From an optimization exercise on the open Yosys and OpenROAD flow, aimed at a short achievable clock period and few clock cycles per item; shortcuts taken in it are not production practice. Only simulation tests tie the RTL to the original design; equivalence was not proved. Power and IR drop assume default switching activity.

[flow/config.mk]
export PLATFORM = sky130hd
export DESIGN_NAME = rv_int_core
export DESIGN_NICKNAME = rv_int_core
export VERILOG_FILES = /design/flow/design.v
export SDC_FILE = /design/flow/constraint.sdc
export NUM_CORES = 4
export LEC_CHECK = 0
export CAP_MARGIN = 20
export CORE_MARGIN = 2
export CORE_UTILIZATION = 40
export SLEW_MARGIN = 20
[flow/design.v]
`timescale 1ns/1ps
module fetch_stage (
    input  logic                   clk,
    input  logic                   rst,
    input  logic                   run,
    input  logic                   advance,
    input  logic                   redirect,
    input  logic [31:0]            redirect_pc,
    input  logic                   imem_we,
    input  logic [6-1:0] imem_addr,
    input  logic [31:0]            imem_wdata,
    output logic                   if_valid,
    output logic [31:0]            if_pc,
    output logic [31:0]            if_instr
);
    logic [31:0] imem [0:64-1];
    logic [31:0] pc;
    always_ff @(posedge clk) begin
        if (imem_we && !run) begin
            imem[imem_addr] <= imem_wdata;
        end
    end
    always_ff @(posedge clk or posedge rst) begin
        if (rst) begin
            pc       <= '0;
            if_valid <= 1'b0;
        end else if (!run) begin
            pc       <= '0;
            if_valid <= 1'b0;
        end else if (advance) begin
            if (redirect) begin
                pc       <= redirect_pc;
                if_valid <= 1'b0;
            end else begin
                pc       <= pc + 32'd4;
                if_valid <= 1'b1;
            end
        end
    end
    always_ff @(posedge clk) begin
        if (run && advance) begin
            if_pc    <= pc;
            if_instr <= imem[pc[(6 + 1):2]];
        end
    end
endmodule
`timescale 1ns/1ps
module decode_stage (
    input  logic        clk,
    input  logic        rst,
    input  logic        advance,
    input  logic        if_valid,
    input  logic [31:0] if_pc,
    input  logic [31:0] if_instr,
    input  logic        fwd_en,
    input  logic [4:0]  fwd_rd,
    input  logic [31:0] fwd_data,
    input  logic        wb_en,
    input  logic [4:0]  wb_rd,
    input  logic [31:0] wb_data,
    output logic        dec_valid,
    output logic [31:0] dec_pc,
    output logic [31:0] dec_op1,
    output logic [31:0] dec_op2,
    output logic [31:0] dec_imm,
    output logic [3:0]  dec_alu_op,
    output logic [1:0]  dec_a_sel,
    output logic        dec_use_imm,
    output logic [1:0]  dec_kind,
    output logic [2:0]  dec_funct3,
    output logic        dec_wb_en,
    output logic [4:0]  dec_rd
);
    localparam logic [6:0] OPC_OP     = 7'b0110011;
    localparam logic [6:0] OPC_OP_IMM = 7'b0010011;
    localparam logic [6:0] OPC_LUI    = 7'b0110111;
    localparam logic [6:0] OPC_AUIPC  = 7'b0010111;
    localparam logic [6:0] OPC_JAL    = 7'b1101111;
    localparam logic [6:0] OPC_JALR   = 7'b1100111;
    localparam logic [6:0] OPC_BRANCH = 7'b1100011;
    localparam logic [2:0] F3_ADD  = 3'b000;
    localparam logic [2:0] F3_SLL  = 3'b001;
    localparam logic [2:0] F3_SLT  = 3'b010;
    localparam logic [2:0] F3_SLTU = 3'b011;
    localparam logic [2:0] F3_XOR  = 3'b100;
    localparam logic [2:0] F3_SR   = 3'b101;
    localparam logic [2:0] F3_OR   = 3'b110;
    localparam logic [2:0] F3_AND  = 3'b111;
    localparam logic [2:0] F3_BEQ  = 3'b000;
    localparam logic [2:0] F3_BNE  = 3'b001;
    localparam logic [2:0] F3_BLT  = 3'b100;
    localparam logic [2:0] F3_BGE  = 3'b101;
    localparam logic [2:0] F3_BLTU = 3'b110;
    localparam logic [2:0] F3_BGEU = 3'b111;
    localparam logic [6:0] F7_ALT  = 7'b0100000;
    localparam logic [3:0] ALU_ADD  = 4'd0;
    localparam logic [3:0] ALU_SUB  = 4'd1;
    localparam logic [3:0] ALU_SLL  = 4'd2;
    localparam logic [3:0] ALU_SLT  = 4'd3;
    localparam logic [3:0] ALU_SLTU = 4'd4;
    localparam logic [3:0] ALU_XOR  = 4'd5;
    localparam logic [3:0] ALU_SRL  = 4'd6;
    localparam logic [3:0] ALU_SRA  = 4'd7;
    localparam logic [3:0] ALU_OR   = 4'd8;
    localparam logic [3:0] ALU_AND  = 4'd9;
    localparam logic [1:0] KIND_ALU    = 2'd0;
    localparam logic [1:0] KIND_BRANCH = 2'd1;
    localparam logic [1:0] KIND_JUMP   = 2'd2;
    localparam logic [1:0] SRC_RS1  = 2'd0;
    localparam logic [1:0] SRC_PC   = 2'd1;
    localparam logic [1:0] SRC_ZERO = 2'd2;
    logic [31:0] regs [0:32-1];
    logic [6:0]  opcode;
    logic [2:0]  funct3;
    logic [6:0]  funct7;
    logic [4:0]  rd;
    logic [4:0]  rs1;
    logic [4:0]  rs2;
    logic [31:0] imm;
    logic [3:0]  alu_op;
    logic [1:0]  a_sel;
    logic        use_imm;
    logic [1:0]  kind;
    logic        writes;
    logic        alt;
    logic [31:0] rf1;
    logic [31:0] rf2;
    assign opcode = if_instr[6:0];
    assign rd     = if_instr[11:7];
    assign funct3 = if_instr[14:12];
    assign rs1    = if_instr[19:15];
    assign rs2    = if_instr[24:20];
    assign funct7 = if_instr[31:25];
    always_comb begin
        alt = 1'b0;
        if (opcode == OPC_OP) begin
            alt = (funct7 == F7_ALT);
        end else if (opcode == OPC_OP_IMM) begin
            alt = (funct3 == F3_SR) && (funct7 == F7_ALT);
        end
    end
    always_comb begin
        imm     = '0;
        alu_op  = ALU_ADD;
        a_sel   = SRC_RS1;
        use_imm = 1'b0;
        kind    = KIND_ALU;
        writes  = 1'b0;
        if (opcode == OPC_OP || opcode == OPC_OP_IMM) begin
            case (funct3)
                F3_ADD:  alu_op = alt ? ALU_SUB : ALU_ADD;
                F3_SLL:  alu_op = ALU_SLL;
                F3_SLT:  alu_op = ALU_SLT;
                F3_SLTU: alu_op = ALU_SLTU;
                F3_XOR:  alu_op = ALU_XOR;
                F3_SR:   alu_op = alt ? ALU_SRA : ALU_SRL;
                F3_OR:   alu_op = ALU_OR;
                default: alu_op = ALU_AND;
            endcase
        end
        case (opcode)
            OPC_OP: begin
                writes = 1'b1;
            end
            OPC_OP_IMM: begin
                imm     = {{20{if_instr[31]}}, if_instr[31:20]};
                use_imm = 1'b1;
                writes  = 1'b1;
            end
            OPC_LUI, OPC_AUIPC: begin
                imm     = {if_instr[31:12], 12'b0};
                a_sel   = (opcode == OPC_LUI) ? SRC_ZERO : SRC_PC;
                use_imm = 1'b1;
                writes  = 1'b1;
            end
            OPC_JAL: begin
                imm    = {{12{if_instr[31]}}, if_instr[19:12], if_instr[20],
                          if_instr[30:21], 1'b0};
                a_sel  = SRC_PC;
                kind   = KIND_JUMP;
                writes = 1'b1;
            end
            OPC_JALR: begin
                imm    = {{20{if_instr[31]}}, if_instr[31:20]};
                kind   = KIND_JUMP;
                writes = 1'b1;
            end
            OPC_BRANCH: begin
                imm  = {{20{if_instr[31]}}, if_instr[7], if_instr[30:25],
                        if_instr[11:8], 1'b0};
                kind = KIND_BRANCH;
            end
            default: ;
        endcase
    end
    always_ff @(posedge clk or posedge rst) begin
        if (rst) begin
            for (int i = 0; i < 32; i++) begin
                regs[i] <= '0;
            end
        end else if (advance && wb_en && wb_rd != '0) begin
            regs[wb_rd] <= wb_data;
        end
    end
    always_comb begin
        rf1 = (rs1 == '0) ? '0 : regs[rs1];
        if (wb_en && wb_rd == rs1 && rs1 != '0) begin
            rf1 = wb_data;
        end
        if (fwd_en && fwd_rd == rs1 && rs1 != '0) begin
            rf1 = fwd_data;
        end
        rf2 = (rs2 == '0) ? '0 : regs[rs2];
        if (wb_en && wb_rd == rs2 && rs2 != '0) begin
            rf2 = wb_data;
        end
        if (fwd_en && fwd_rd == rs2 && rs2 != '0) begin
            rf2 = fwd_data;
        end
    end
    assign dec_op1     = rf1;
    assign dec_op2     = rf2;
    assign dec_valid   = if_valid;
    assign dec_pc      = if_pc;
    assign dec_imm     = imm;
    assign dec_alu_op  = alu_op;
    assign dec_a_sel   = a_sel;
    assign dec_use_imm = use_imm;
    assign dec_kind    = kind;
    assign dec_funct3  = funct3;
    assign dec_wb_en   = if_valid && writes && rd != '0;
    assign dec_rd      = rd;
endmodule
`timescale 1ns/1ps
module id_ex_pipeline (
    input  logic        clk,
    input  logic        rst,
    input  logic        advance,
    input  logic        redirect,
    input  logic        dec_valid,
    input  logic [31:0] dec_pc,
    input  logic [31:0] dec_op1,
    input  logic [31:0] dec_op2,
    input  logic [31:0] dec_imm,
    input  logic [3:0]  dec_alu_op,
    input  logic [1:0]  dec_a_sel,
    input  logic        dec_use_imm,
    input  logic [1:0]  dec_kind,
    input  logic [2:0]  dec_funct3,
    input  logic        dec_wb_en,
    input  logic [4:0]  dec_rd,
    output logic        ex_valid,
    output logic [31:0] ex_pc,
    output logic [31:0] ex_op1,
    output logic [31:0] ex_op2,
    output logic [31:0] ex_imm,
    output logic [3:0]  ex_alu_op,
    output logic [1:0]  ex_a_sel,
    output logic        ex_use_imm,
    output logic [1:0]  ex_kind,
    output logic [2:0]  ex_funct3,
    output logic        ex_wb_en,
    output logic [4:0]  ex_rd
);
    always_ff @(posedge clk or posedge rst) begin
        if (rst) begin
            ex_valid <= 1'b0;
            ex_wb_en <= 1'b0;
        end else if (redirect) begin
            ex_valid <= 1'b0;
            ex_wb_en <= 1'b0;
        end else if (advance) begin
            ex_valid <= dec_valid;
            ex_wb_en <= dec_wb_en;
        end
    end
    always_ff @(posedge clk) begin
        if (advance) begin
            ex_pc      <= dec_pc;
            ex_op1     <= dec_op1;
            ex_op2     <= dec_op2;
            ex_imm     <= dec_imm;
            ex_alu_op  <= dec_alu_op;
            ex_a_sel   <= dec_a_sel;
            ex_use_imm <= dec_use_imm;
            ex_kind    <= dec_kind;
            ex_funct3  <= dec_funct3;
            ex_rd      <= dec_rd;
        end
    end
endmodule
`timescale 1ns/1ps
module execute_stage (
    input  logic        clk,
    input  logic        rst,
    input  logic        ex_valid,
    input  logic [31:0] ex_pc,
    input  logic [31:0] ex_op1,
    input  logic [31:0] ex_op2,
    input  logic [31:0] ex_imm,
    input  logic [3:0]  ex_alu_op,
    input  logic [1:0]  ex_a_sel,
    input  logic        ex_use_imm,
    input  logic [1:0]  ex_kind,
    input  logic [2:0]  ex_funct3,
    input  logic        ex_wb_en,
    input  logic [4:0]  ex_rd,
    output logic        redirect,
    output logic [31:0] redirect_pc,
    output logic        fwd_en,
    output logic [4:0]  fwd_rd,
    output logic [31:0] fwd_data,
    output logic        wb_en,
    output logic [4:0]  wb_rd,
    output logic [31:0] wb_data,
    output logic        advance,
    output logic        retire_valid,
    input  logic        retire_ready,
    output logic [31:0] retire_pc,
    output logic [4:0]  retire_rd,
    output logic [31:0] retire_data
);
    localparam logic [6:0] OPC_OP     = 7'b0110011;
    localparam logic [6:0] OPC_OP_IMM = 7'b0010011;
    localparam logic [6:0] OPC_LUI    = 7'b0110111;
    localparam logic [6:0] OPC_AUIPC  = 7'b0010111;
    localparam logic [6:0] OPC_JAL    = 7'b1101111;
    localparam logic [6:0] OPC_JALR   = 7'b1100111;
    localparam logic [6:0] OPC_BRANCH = 7'b1100011;
    localparam logic [2:0] F3_ADD  = 3'b000;
    localparam logic [2:0] F3_SLL  = 3'b001;
    localparam logic [2:0] F3_SLT  = 3'b010;
    localparam logic [2:0] F3_SLTU = 3'b011;
    localparam logic [2:0] F3_XOR  = 3'b100;
    localparam logic [2:0] F3_SR   = 3'b101;
    localparam logic [2:0] F3_OR   = 3'b110;
    localparam logic [2:0] F3_AND  = 3'b111;
    localparam logic [2:0] F3_BEQ  = 3'b000;
    localparam logic [2:0] F3_BNE  = 3'b001;
    localparam logic [2:0] F3_BLT  = 3'b100;
    localparam logic [2:0] F3_BGE  = 3'b101;
    localparam logic [2:0] F3_BLTU = 3'b110;
    localparam logic [2:0] F3_BGEU = 3'b111;
    localparam logic [6:0] F7_ALT  = 7'b0100000;
    localparam logic [3:0] ALU_ADD  = 4'd0;
    localparam logic [3:0] ALU_SUB  = 4'd1;
    localparam logic [3:0] ALU_SLL  = 4'd2;
    localparam logic [3:0] ALU_SLT  = 4'd3;
    localparam logic [3:0] ALU_SLTU = 4'd4;
    localparam logic [3:0] ALU_XOR  = 4'd5;
    localparam logic [3:0] ALU_SRL  = 4'd6;
    localparam logic [3:0] ALU_SRA  = 4'd7;
    localparam logic [3:0] ALU_OR   = 4'd8;
    localparam logic [3:0] ALU_AND  = 4'd9;
    localparam logic [1:0] KIND_ALU    = 2'd0;
    localparam logic [1:0] KIND_BRANCH = 2'd1;
    localparam logic [1:0] KIND_JUMP   = 2'd2;
    localparam logic [1:0] SRC_RS1  = 2'd0;
    localparam logic [1:0] SRC_PC   = 2'd1;
    localparam logic [1:0] SRC_ZERO = 2'd2;
    logic [31:0] a;
    logic [31:0] b;
    logic [31:0] alu_out;
    logic [31:0] result;
    logic [31:0] base;
    logic        eq;
    logic        lt;
    logic        ltu;
    logic        cond;
    logic        taken;
    logic        wb_we;
    always_comb begin
        case (ex_a_sel)
            SRC_RS1: a = ex_op1;
            SRC_PC:  a = ex_pc;
            default: a = '0;
        endcase
        b = ex_use_imm ? ex_imm : ex_op2;
        case (ex_alu_op)
            ALU_SUB:  alu_out = a - b;
            ALU_SLL:  alu_out = a << b[4:0];
            ALU_SLT:  alu_out = {31'b0, $signed(a) < $signed(b)};
            ALU_SLTU: alu_out = {31'b0, a < b};
            ALU_XOR:  alu_out = a ^ b;
            ALU_SRL:  alu_out = a >> b[4:0];
            ALU_SRA:  alu_out = $signed(a) >>> b[4:0];
            ALU_OR:   alu_out = a | b;
            ALU_AND:  alu_out = a & b;
            default:  alu_out = a + b;
        endcase
    end
    assign eq  = ex_op1 == ex_op2;
    assign lt  = $signed(ex_op1) < $signed(ex_op2);
    assign ltu = ex_op1 < ex_op2;
    always_comb begin
        case (ex_funct3)
            F3_BEQ:  cond = eq;
            F3_BNE:  cond = !eq;
            F3_BLT:  cond = lt;
            F3_BGE:  cond = !lt;
            F3_BLTU: cond = ltu;
            F3_BGEU: cond = !ltu;
            default: cond = 1'b0;
        endcase
    end
    assign taken = (ex_kind == KIND_JUMP) || (ex_kind == KIND_BRANCH && cond);
    assign base        = (ex_kind == KIND_JUMP && ex_a_sel == SRC_RS1) ?
                         ex_op1 : ex_pc;
    assign redirect_pc = (base + ex_imm) & ~32'd1;
    assign result      = (ex_kind == KIND_JUMP) ? ex_pc + 32'd4 : alu_out;
    assign advance  = !(retire_valid && !retire_ready);
    assign redirect = ex_valid && taken && advance;
    assign fwd_en   = ex_valid && ex_wb_en;
    assign fwd_rd   = ex_rd;
    assign fwd_data = result;
    always_ff @(posedge clk or posedge rst) begin
        if (rst) begin
            retire_valid <= 1'b0;
            wb_we        <= 1'b0;
        end else if (advance) begin
            retire_valid <= ex_valid;
            wb_we        <= ex_valid && ex_wb_en;
        end
    end
    always_ff @(posedge clk) begin
        if (advance) begin
            retire_pc <= ex_pc;
            wb_rd     <= ex_rd;
            wb_data   <= result;
        end
    end
    assign wb_en       = wb_we;
    assign retire_rd   = wb_we ? wb_rd : '0;
    assign retire_data = wb_we ? wb_data : '0;
endmodule
`timescale 1ns/1ps
module rv_int_core (
    input  logic                   clk,
    input  logic                   rst,
    input  logic                   run,
    input  logic                   imem_we,
    input  logic [6-1:0] imem_addr,
    input  logic [31:0]            imem_wdata,
    output logic                   retire_valid,
    input  logic                   retire_ready,
    output logic [31:0]            retire_pc,
    output logic [4:0]             retire_rd,
    output logic [31:0]            retire_data
);
    logic        advance;
    logic        redirect;
    logic [31:0] redirect_pc;
    logic        if_valid;
    logic [31:0] if_pc;
    logic [31:0] if_instr;
    logic        fwd_en;
    logic [4:0]  fwd_rd;
    logic [31:0] fwd_data;
    logic        wb_en;
    logic [4:0]  wb_rd;
    logic [31:0] wb_data;
    logic        dec_valid,   ex_valid;
    logic [31:0] dec_pc,      ex_pc;
    logic [31:0] dec_op1,     ex_op1;
    logic [31:0] dec_op2,     ex_op2;
    logic [31:0] dec_imm,     ex_imm;
    logic [3:0]  dec_alu_op,  ex_alu_op;
    logic [1:0]  dec_a_sel,   ex_a_sel;
    logic        dec_use_imm, ex_use_imm;
    logic [1:0]  dec_kind,    ex_kind;
    logic [2:0]  dec_funct3,  ex_funct3;
    logic        dec_wb_en,   ex_wb_en;
    logic [4:0]  dec_rd,      ex_rd;
    fetch_stage u_fetch (
        .clk(clk), .rst(rst), .run(run), .advance(advance),
        .redirect(redirect), .redirect_pc(redirect_pc),
        .imem_we(imem_we), .imem_addr(imem_addr), .imem_wdata(imem_wdata),
        .if_valid(if_valid), .if_pc(if_pc), .if_instr(if_instr)
    );
    decode_stage u_decode (
        .clk(clk), .rst(rst), .advance(advance),
        .if_valid(if_valid), .if_pc(if_pc), .if_instr(if_instr),
        .fwd_en(fwd_en), .fwd_rd(fwd_rd), .fwd_data(fwd_data),
        .wb_en(wb_en), .wb_rd(wb_rd), .wb_data(wb_data),
        .dec_valid(dec_valid), .dec_pc(dec_pc), .dec_op1(dec_op1),
        .dec_op2(dec_op2), .dec_imm(dec_imm), .dec_alu_op(dec_alu_op),
        .dec_a_sel(dec_a_sel), .dec_use_imm(dec_use_imm), .dec_kind(dec_kind),
        .dec_funct3(dec_funct3), .dec_wb_en(dec_wb_en), .dec_rd(dec_rd)
    );
    id_ex_pipeline u_id_ex (
        .clk(clk), .rst(rst), .advance(advance), .redirect(redirect),
        .dec_valid(dec_valid), .dec_pc(dec_pc), .dec_op1(dec_op1),
        .dec_op2(dec_op2), .dec_imm(dec_imm), .dec_alu_op(dec_alu_op),
        .dec_a_sel(dec_a_sel), .dec_use_imm(dec_use_imm), .dec_kind(dec_kind),
        .dec_funct3(dec_funct3), .dec_wb_en(dec_wb_en), .dec_rd(dec_rd),
        .ex_valid(ex_valid), .ex_pc(ex_pc), .ex_op1(ex_op1),
        .ex_op2(ex_op2), .ex_imm(ex_imm), .ex_alu_op(ex_alu_op),
        .ex_a_sel(ex_a_sel), .ex_use_imm(ex_use_imm), .ex_kind(ex_kind),
        .ex_funct3(ex_funct3), .ex_wb_en(ex_wb_en), .ex_rd(ex_rd)
    );
    execute_stage u_execute (
        .clk(clk), .rst(rst),
        .ex_valid(ex_valid), .ex_pc(ex_pc), .ex_op1(ex_op1),
        .ex_op2(ex_op2), .ex_imm(ex_imm), .ex_alu_op(ex_alu_op),
        .ex_a_sel(ex_a_sel), .ex_use_imm(ex_use_imm), .ex_kind(ex_kind),
        .ex_funct3(ex_funct3), .ex_wb_en(ex_wb_en), .ex_rd(ex_rd),
        .redirect(redirect), .redirect_pc(redirect_pc),
        .fwd_en(fwd_en), .fwd_rd(fwd_rd), .fwd_data(fwd_data),
        .wb_en(wb_en), .wb_rd(wb_rd), .wb_data(wb_data),
        .advance(advance),
        .retire_valid(retire_valid), .retire_ready(retire_ready),
        .retire_pc(retire_pc), .retire_rd(retire_rd), .retire_data(retire_data)
    );
endmodule
[flow/run.sh]
#!/bin/bash
# synth_recipe.tcl (not shown) runs the flow's synth.tcl, then flattens the netlist and writes it again
# the make line also repeats each setting of config.mk as NAME=value (left out here)
make -C /OpenROAD-flow-scripts/flow DESIGN_CONFIG=/design/flow/config.mk WORK_HOME=/design/flow/orfs CLKGATE_MAP_FILE= SYNTH_SCRIPT=/design/flow/synth_recipe.tcl finish
[flow/constraint.sdc]
create_clock -name core_clock -period 7.0 [get_ports {clk}]
set_input_delay 1.4000 -clock core_clock [delete_from_list [all_inputs] [get_ports {clk}]]
set_output_delay 1.4000 -clock core_clock [all_outputs]
set_load 0.01 [all_outputs]
==> results.yml <==
outcome:
  status: "no timing/DRC/antenna violations"
clock_tree:
  path_clk_slew_ns: 0.07
  htree_levels: 5
  cts_hold_buf: 0
  clockBufferDepth: 4
  cts_resized: 0
  cts_root_buffer: "clkbuf_16"
  clock_latency_ns: 0.96
  tritoncts: "built"
  clock_sinks: 3351
  postCtsSetupBuffers: 0
  numCtsBuffers: 352
global_routing:
  grt_max_degree: 150
  grt_pass1_vias: 99400
  track_usage_pct: 29.0
  antenna_found_initial: 29
  grt_pass1_wl_um: 789000
  overflow: 0
placed_design:
  gp_congestion: 0.998
  dp_cells: 14600
  dp_hpwl_um: 355000
  placed_cell_area_sq_mm: 0.161
  numPortBuffers: 111
timing:
  final_max_slew_viol_count: 0
  finalClockSkew_ns: 0.0856
  fin_hold_ws_ns: 0.411
  tns_ns: 0
  fmax_mhz: 173
  slew_headroom_pct: 9.92
  period_share_pct: 82.4
  setup_viol: 0
  hold_viol: 0
  tightestPinTransition_ns: 1.35
  min_period_ns: 5.77
  rsz0062_at_grt: "no"
min_path:
  hold_path.class: "register to register"
setup_path:
  crit_chain: "mux2i_1, nor2_1, ha_1, nand2b_1, a211oi_1, o2111ai_1, a2111o_1, a31oi_1, a31oi_1, xnor2_1, nor2_1, o21ai_0, o21ai_0"
  worstSetupPathType: "register to register"
  cp-end-kind: "register"
  max_stage_delay_ns: 0.89
  worstPathArrival_ns: 6.40
  cp_slowest_cell: "edfxtp_1"
  worstSetupStartpointType: "register"
  cp.required_ns: 7.63
  crit_fanout: 13
layout:
  nets: 10200
  drive_above_1_share_pct: 28.7
  layout_common_cells: "edfxtp_1 (2323), mux2_2 (1035), dfrtp_1 (1022)"
  area_delta_synth_final_pct: 13.8
  layout_commonest_cell: "edfxtp_1"
  final_area_sq_mm: 0.173
  finalNonFillerCells: 15300
synthesis:
  syn_nets: 10100
  synth_top_area_cell: "edfxtp_1"
  synth_edf_count: 2323
  synth-main-ff-cell: "edfxtp_1"
  netlist_top_cells_area: "edfxtp_1 (46%), dfrtp_1 (17%), mux4_2 (11%), mux2_2 (7.7%), a22oi_1 (3.5%)"
  ys_ff_latch: 3351
  synthCells: 9857
  ys_warn_count: 5
  avgSynthCellArea_sq_um: 15.4
  ys_seq_area_share_pct: 62.9
  synth.top_cell.area_share_pct: 45.9
  netlist_area_sq_mm: 0.152
  synthArstFlopShare_pct: 30.7
  ys_types: 93
floorplanning:
  fp.dieH_um: 620
  core_area_sq_mm: 0.378
  io_pins: 113
  dieArea_sq_mm: 0.385
  die_w_um: 620
  start_util_pct: 40.1
  std_cell_rows: 226
route:
  postRouteAntennaNets: 0
  drt_pre_antenna_iters: 15
  via_per_inst: 6.57
  drc: 0
  vias: 100000
  routed_wl_um: 567000
  drt_iter0_markers: 16300
  avgRoutedWirePerCell_um: 37.1
power:
  ir_worst_vdd_mv: 0.247
  p_per_area_mw_per_mm2: 377
  p_total_mw: 65.1
  power_leakage_nw: 63.1
flow_run:
  cap_violations: 0
-- cells in the mapped netlist, types with 161 or more instances --
| library cell | instances |
|---|---|
| a21oi_1 | 309 |
| a22oi_1 | 712 |
| clkbuf_1 | 584 |
| dfrtp_1 | 1028 |
| edfxtp_1 | 2323 |
| ha_1 | 161 |
| inv_1 | 173 |
| mux2_2 | 1035 |
| mux4_2 | 718 |
| nand2_1 | 387 |
| nor2_1 | 417 |
| o21ai_0 | 298 |
-- cell type report --
type / instances / area, sq um
Antenna cell: 10 / 25.0
Clock inverter: 187 / 2070
Multi-Input combinational cell: 5582 / 54200
Clock buffer: 450 / 9440
Inverter: 176 / 683
Fill cell: 32800 / 206000
Tap cell: 5016 / 6280
Sequential cell: 3351 / 95500
Timing Repair Buffer: 513 / 4520
-- stage by stage --
stage,util [%],worst slack [ns]
floorplan,-,-8.57
finish,45.7,1.23
global route,45.7,1.09
global placement,42.5,1.34
detailed placement,42.6,1.48
CTS,45.6,1.43
-- cells by family (layout without fill, tap and decap cells) --
family	count (synthesis)	count (layout)	share of synthesized area (%)
adder cells (fa/ha/maj)	164	164	1.37
AND/OR/NAND/NOR	1547	1547	4.94
flip-flops	3351	3351	62.9
XOR/XNOR	89	89	0.513
other	1	11	0.00247
buffers and inverters	924	1326	2.33
multiplexers	1862	1862	19.1
AO/OA/AOI/OAI	1919	1919	8.82
-- report_power, final --
part,leakage [nW],total (mW),internal [mW],switching [mW]
sequential,35.6,24.1,22.5,1.57
clock,5.64,18.9,10.8,8.04
combinational,21.9,22.1,7.67,14.4
total,63.1,65.1,41.0,24.1
-- critical path: cells and delay by family, from the launching register on --
family	cells	cell delay (ns)
simple gates	3	0.60
fa+ha+maj	1	0.50
compound gates	7	2.65
flops	1	0.89
mux	1	0.64
xor+xnor	1	0.18
-- routing by layer --
layer  up-vias  share of wire [%]  GRT usage (%)
met5         -              0.035         0.0884
met4        24                6.5           15.7
met3      1770                 10           7.88
met2      6443                 44           43.5
met1     52500                 39           38.4
li1      39700                  -              -
-- path summary, 6_finish.rpt --
check                                    start               endpoint  slack [ns]  depth (start not counted)
max                        u_id_ex.ex_a_sel[0]     u_id_ex.ex_op2[28]        1.23                         13
min                          u_fetch.if_pc[10]      u_id_ex.ex_pc[10]        0.41                          0
max reg2reg                u_id_ex.ex_a_sel[0]     u_id_ex.ex_op2[28]        1.23                         13
min reg2reg                  u_fetch.if_pc[10]      u_id_ex.ex_pc[10]        0.41                          0
max in group asynchronous                  rst  u_decode.regs[22][17]        4.24                          4
min in group asynchronous                  rst  u_decode.regs[14][29]        0.93                          2
-- sequential cells by signal (all words and copies together) (netlist names) --
name                    cells
u_decode.regs             992
u_execute.wb_data          32
u_fetch.if_pc              31
u_id_ex.ex_pc              31
u_id_ex.ex_imm             32
u_execute.retire_pc        31
u_id_ex.ex_funct3           3
u_fetch.imem             2048
u_id_ex.ex_op1             32
u_execute.wb_we             1
u_execute.wb_rd             5
u_id_ex.ex_rd               5
u_id_ex.ex_kind             2
u_id_ex.ex_op2             32
u_fetch.if_valid            1
u_id_ex.ex_wb_en            1
u_fetch.pc                 31
u_id_ex.ex_use_imm          1
u_id_ex.ex_a_sel            2
u_id_ex.ex_alu_op           4
u_execute.retire_valid      1
u_fetch.if_instr           32
u_id_ex.ex_valid            1
Testbench counts, summed over its fixed seeds: cycles 30,776, retired 22,620.

-- re-timing with driven ports --
How much do the figures lean on ideal ports? The routed layout below was timed once more, with nothing changed but the port constraints. Step 1 assumes that a clkbuf_16 drives the clock port and a buf_2 every other input. Step 2 also shifts input and output timing later by t, the mid clock arrival at the registers, as if the neighbouring blocks saw the same clock. Slacks: no drivers / after step 1 / after step 2; pairs: no drivers / after step 1.
t, ns: 1.030
setup WS [ns]: 1.232 / 1.232 / 1.232
latest minus earliest clock arrival (ns): 0.098 / 0.098
worst data-port slew with drivers (ns): 0.09
After both steps setup and hold are still met in this run. For this run, drivers alone change the setup slack by 0.000 ns; drivers and shift together by 0.000 ns.
